Source: an optimization exercise on an open RTL-to-GDS flow (aim: small area, a short achievable clock period and few clock cycles per item). Production flows keep margins and buffers that such runs may drop. Function was checked by simulation only, so behaviour that the tests miss may differ from the original.

// lfo_wave_generator
module lfo_wave_generator #(
  parameter int MAX_PERIOD = lfo_pkg::MaxPeriodDef,
  parameter int LEVEL_BITS = lfo_pkg::LevelBitsDef
) (
  input  logic                        clk_i,
  input  logic                        rst_ni,
  input  logic                        cfg_we_i,
  input  logic [0:0]                  cfg_idx_i,
  input  logic [12:0]                 cfg_data_i,
  input  logic                        in_valid_i,
  output logic                        in_ready_o,
  input  logic                        restart_i,
  output logic                        out_valid_o,
  input  logic                        out_ready_i,
  output logic [LEVEL_BITS-1:0]       level_o,
  output logic [$clog2(MAX_PERIOD)-1:0] position_o
);
Size: roughly 7900 cells after synthesis, about 50 I/O pins, about 68000 um2 of cells after synthesis.
==> flow/config.mk <==
export PLATFORM = sky130hd
export DESIGN_NAME = lfo_wave_generator
export DESIGN_NICKNAME = lfo_wave_generator
export VERILOG_FILES = /design/flow/design.v
export SDC_FILE = /design/flow/constraint.sdc
export NUM_CORES = 4
export LEC_CHECK = 0
export CAP_MARGIN = 20
export CORE_MARGIN = 2
export CORE_UTILIZATION = 40
export SETUP_SLACK_MARGIN = 5
export SLEW_MARGIN = 20
==> flow/constraint.sdc <==
create_clock -name core_clock -period 11.0 [get_ports {clk_i}]
set_input_delay 2.2000 -clock core_clock [delete_from_list [all_inputs] [get_ports {clk_i}]]
set_output_delay 2.2000 -clock core_clock [all_outputs]
set_load 0.01 [all_outputs]
run.sh (not shown) runs the stock make flow with config.mk's settings and CLKGATE_MAP_FILE= SYNTH_SCRIPT=/design/flow/synth_recipe.tcl, a recipe that flattens the netlist after the stock synthesis.
Testbench counts at the start, summed over its fixed seeds: cycles 2,997, items 1,818.
Edit:
--- a/flow/design.v
+++ b/flow/design.v
@@ -1439,55 +1439,57 @@
   assign pos_p1  = {1'b0, pos_q} + 13'd1;
   assign nx_pos  = (pos_p1 >= per_q) ? 12'd0 : pos_p1[11:0];
   assign nx_zero = (per_q == 13'd1) ? 12'd0 : 12'd1;
   assign rs_eff  = restart_i | pos_ge;
   assign tick_i  = rs_eff ? 12'd0 : pos_q;
   logic        tv_q;
   logic [11:0] ti_q;
-  logic        launch, t_go, adv;
+  logic        launch, wsel, wlaunch, start, t_go, adv;
   assign in_ready_o = !tv_q | t_go;
   assign take       = in_valid_i & in_ready_o;
   always_ff @(posedge clk_i or negedge rst_ni) begin
     if (!rst_ni) begin
       pos_q   <= '0;
       dirty_q <= 1'b1;
     end else begin
       if (take) pos_q <= rs_eff ? nx_zero : nx_pos;
-      if (cfg_we_i) dirty_q <= 1'b1;
+      if (wlaunch) dirty_q <= 1'b0;
+      else if (cfg_we_i) dirty_q <= 1'b1;
       else if (launch) dirty_q <= 1'b0;
     end
   end
   logic [31:0] acc_q, inc_q;
   logic [11:0] rem_q, rinc_q;
   logic [12:0] pd_q;              
   logic        md_q;              
   logic [12:0] den_q;             
   logic [14:0] den3_q;
   logic        div_busy_q;
   logic [2:0]  div_cnt_q;
   logic [11:0] hd;
   assign hd = pd_q[12:1];
-  logic [11:0] src_i, ht, mt, hmt;
-  logic [12:0] src_p, den0;
+  logic [11:0] src_i, ci, ht, hmt;
+  logic [12:0] src_p, cp, den0;
   logic        src_w;
   logic [11:0] remA0, remB0;
   logic [31:0] numA0, numB0;
   always_comb begin
-    src_i = pos_ge ? 12'd0 : pos_q;
     src_p = per_q;
-    src_w = wave_q;
+    src_w = wsel ? 1'b0 : wave_q;
+    src_i = pos_ge ? 12'd0 : pos_q;
+    cp    = wsel ? cfg_data_i : per_q;
+    ci    = ({1'b0, pos_q} >= cp) ? 12'd0 : pos_q;
     ht    = src_p[12:1];
-    mt    = (src_i <= ht) ? src_i : 12'((ht << 1) - src_i);
-    hmt   = ht - mt;
+    hmt   = (src_i <= ht) ? ht - src_i : src_i - ht;
     if (!src_w) begin
-      remA0 = src_i;
-      numA0 = {20'd0, ht};
+      remA0 = ci;
+      numA0 = {20'd0, cp[12:1]};
       remB0 = 12'd1;
       numB0 = '0;
-      den0  = src_p;
+      den0  = cp;
     end else begin
       remA0 = {1'b0, hmt[11:1]};
       numA0 = {hmt[0], 4'd0, ht[11:1], 16'd0};
       remB0 = 12'd0;
       numB0 = {16'h8000, 16'd0};
       den0  = {1'b0, ht};
     end
@@ -1526,35 +1528,39 @@
     sum0   = a_sel + incx;
     sum1   = a_sel + incx + 32'd1;
     acc_n  = cin ? sum1 : sum0;
     if (tri_up) rem_n = bw ? d_sub2[11:0] : d_sub[11:0];
     else rem_n = cy ? d_add[11:0] : s_add[11:0];
   end
   assign launch  = dirty_q & (!tv_q | t_go);
+  assign wsel    = cfg_we_i & cfg_idx_i[0] & !wave_q & !in_valid_i
+                   & (cfg_data_i != 13'd0) & (cfg_data_i <= 13'd4096);
+  assign wlaunch = wsel & (!tv_q | t_go);
+  assign start   = launch | wlaunch;
   assign t_go    = tv_q & !div_busy_q & adv;
   always_ff @(posedge clk_i or negedge rst_ni) begin
     if (!rst_ni) begin
       tv_q       <= 1'b0;
       div_busy_q <= 1'b0;
       div_cnt_q  <= '0;
     end else begin
       if (!tv_q || t_go) tv_q <= take;
-      if (launch) begin
+      if (start) begin
         div_busy_q <= 1'b1;
         div_cnt_q  <= src_w ? 3'd3 : 3'd7;
       end else if (div_busy_q) begin
         div_cnt_q <= div_cnt_q - 3'd1;
         if (div_cnt_q == 3'd0) div_busy_q <= 1'b0;
       end
     end
   end
   always_ff @(posedge clk_i) begin
     if (!tv_q || t_go) ti_q <= tick_i;
-    if (launch) begin
-      pd_q   <= src_p;
+    if (start) begin
+      pd_q   <= src_w ? src_p : cp;
       md_q   <= src_w;
       den_q  <= den0;
       den3_q <= {2'b0, den0} + {1'b0, den0, 1'b0};
       acc_q  <= numA0;
       rem_q  <= remA0;
       inc_q  <= numB0;
       rinc_q <= remB0;
Outcome: The new run finished with timing, DRC and antenna clean; setup slack is better by 0.27 ns; count of clock-buffer cells in the layout goes up by 7; sequential share of layout area decreases by 0.41 points; die area is higher by 1.3%.
Testbench counts after the change, summed over its fixed seeds: cycles 2,951, items 1,818.

-- afterwards: timing with drivers on the ports --
The flow's constraints put no driver on any port. The routed layouts listed below were extracted and timed again, unchanged, in two steps. Step 1: set_driving_cell puts a clkbuf_16 on clk_i and a buf_2 on each other input, an assumption about the parent block. Step 2 times the ports against the registers' clock, not the clock port: input delays grow and output delays shrink by t, the midpoint of the rising clock arrivals with the driver on. Three values: ideal, step 1, step 2; two values: the first two.
run | t, ns | setup slack, ns | worst slew at a driven data input, ns | pins driven straight from the clock port
the first run | 0.762 | 4.415 / 4.330 / 5.022 | 0.10 | 1
the second run | 0.803 | 4.687 / 4.597 / 4.446 | 0.05 | 1
After both steps every run listed still meets setup and hold. For the second run, which loses most, drivers alone change the setup slack by -0.090 ns; drivers and shift together by -0.241 ns.
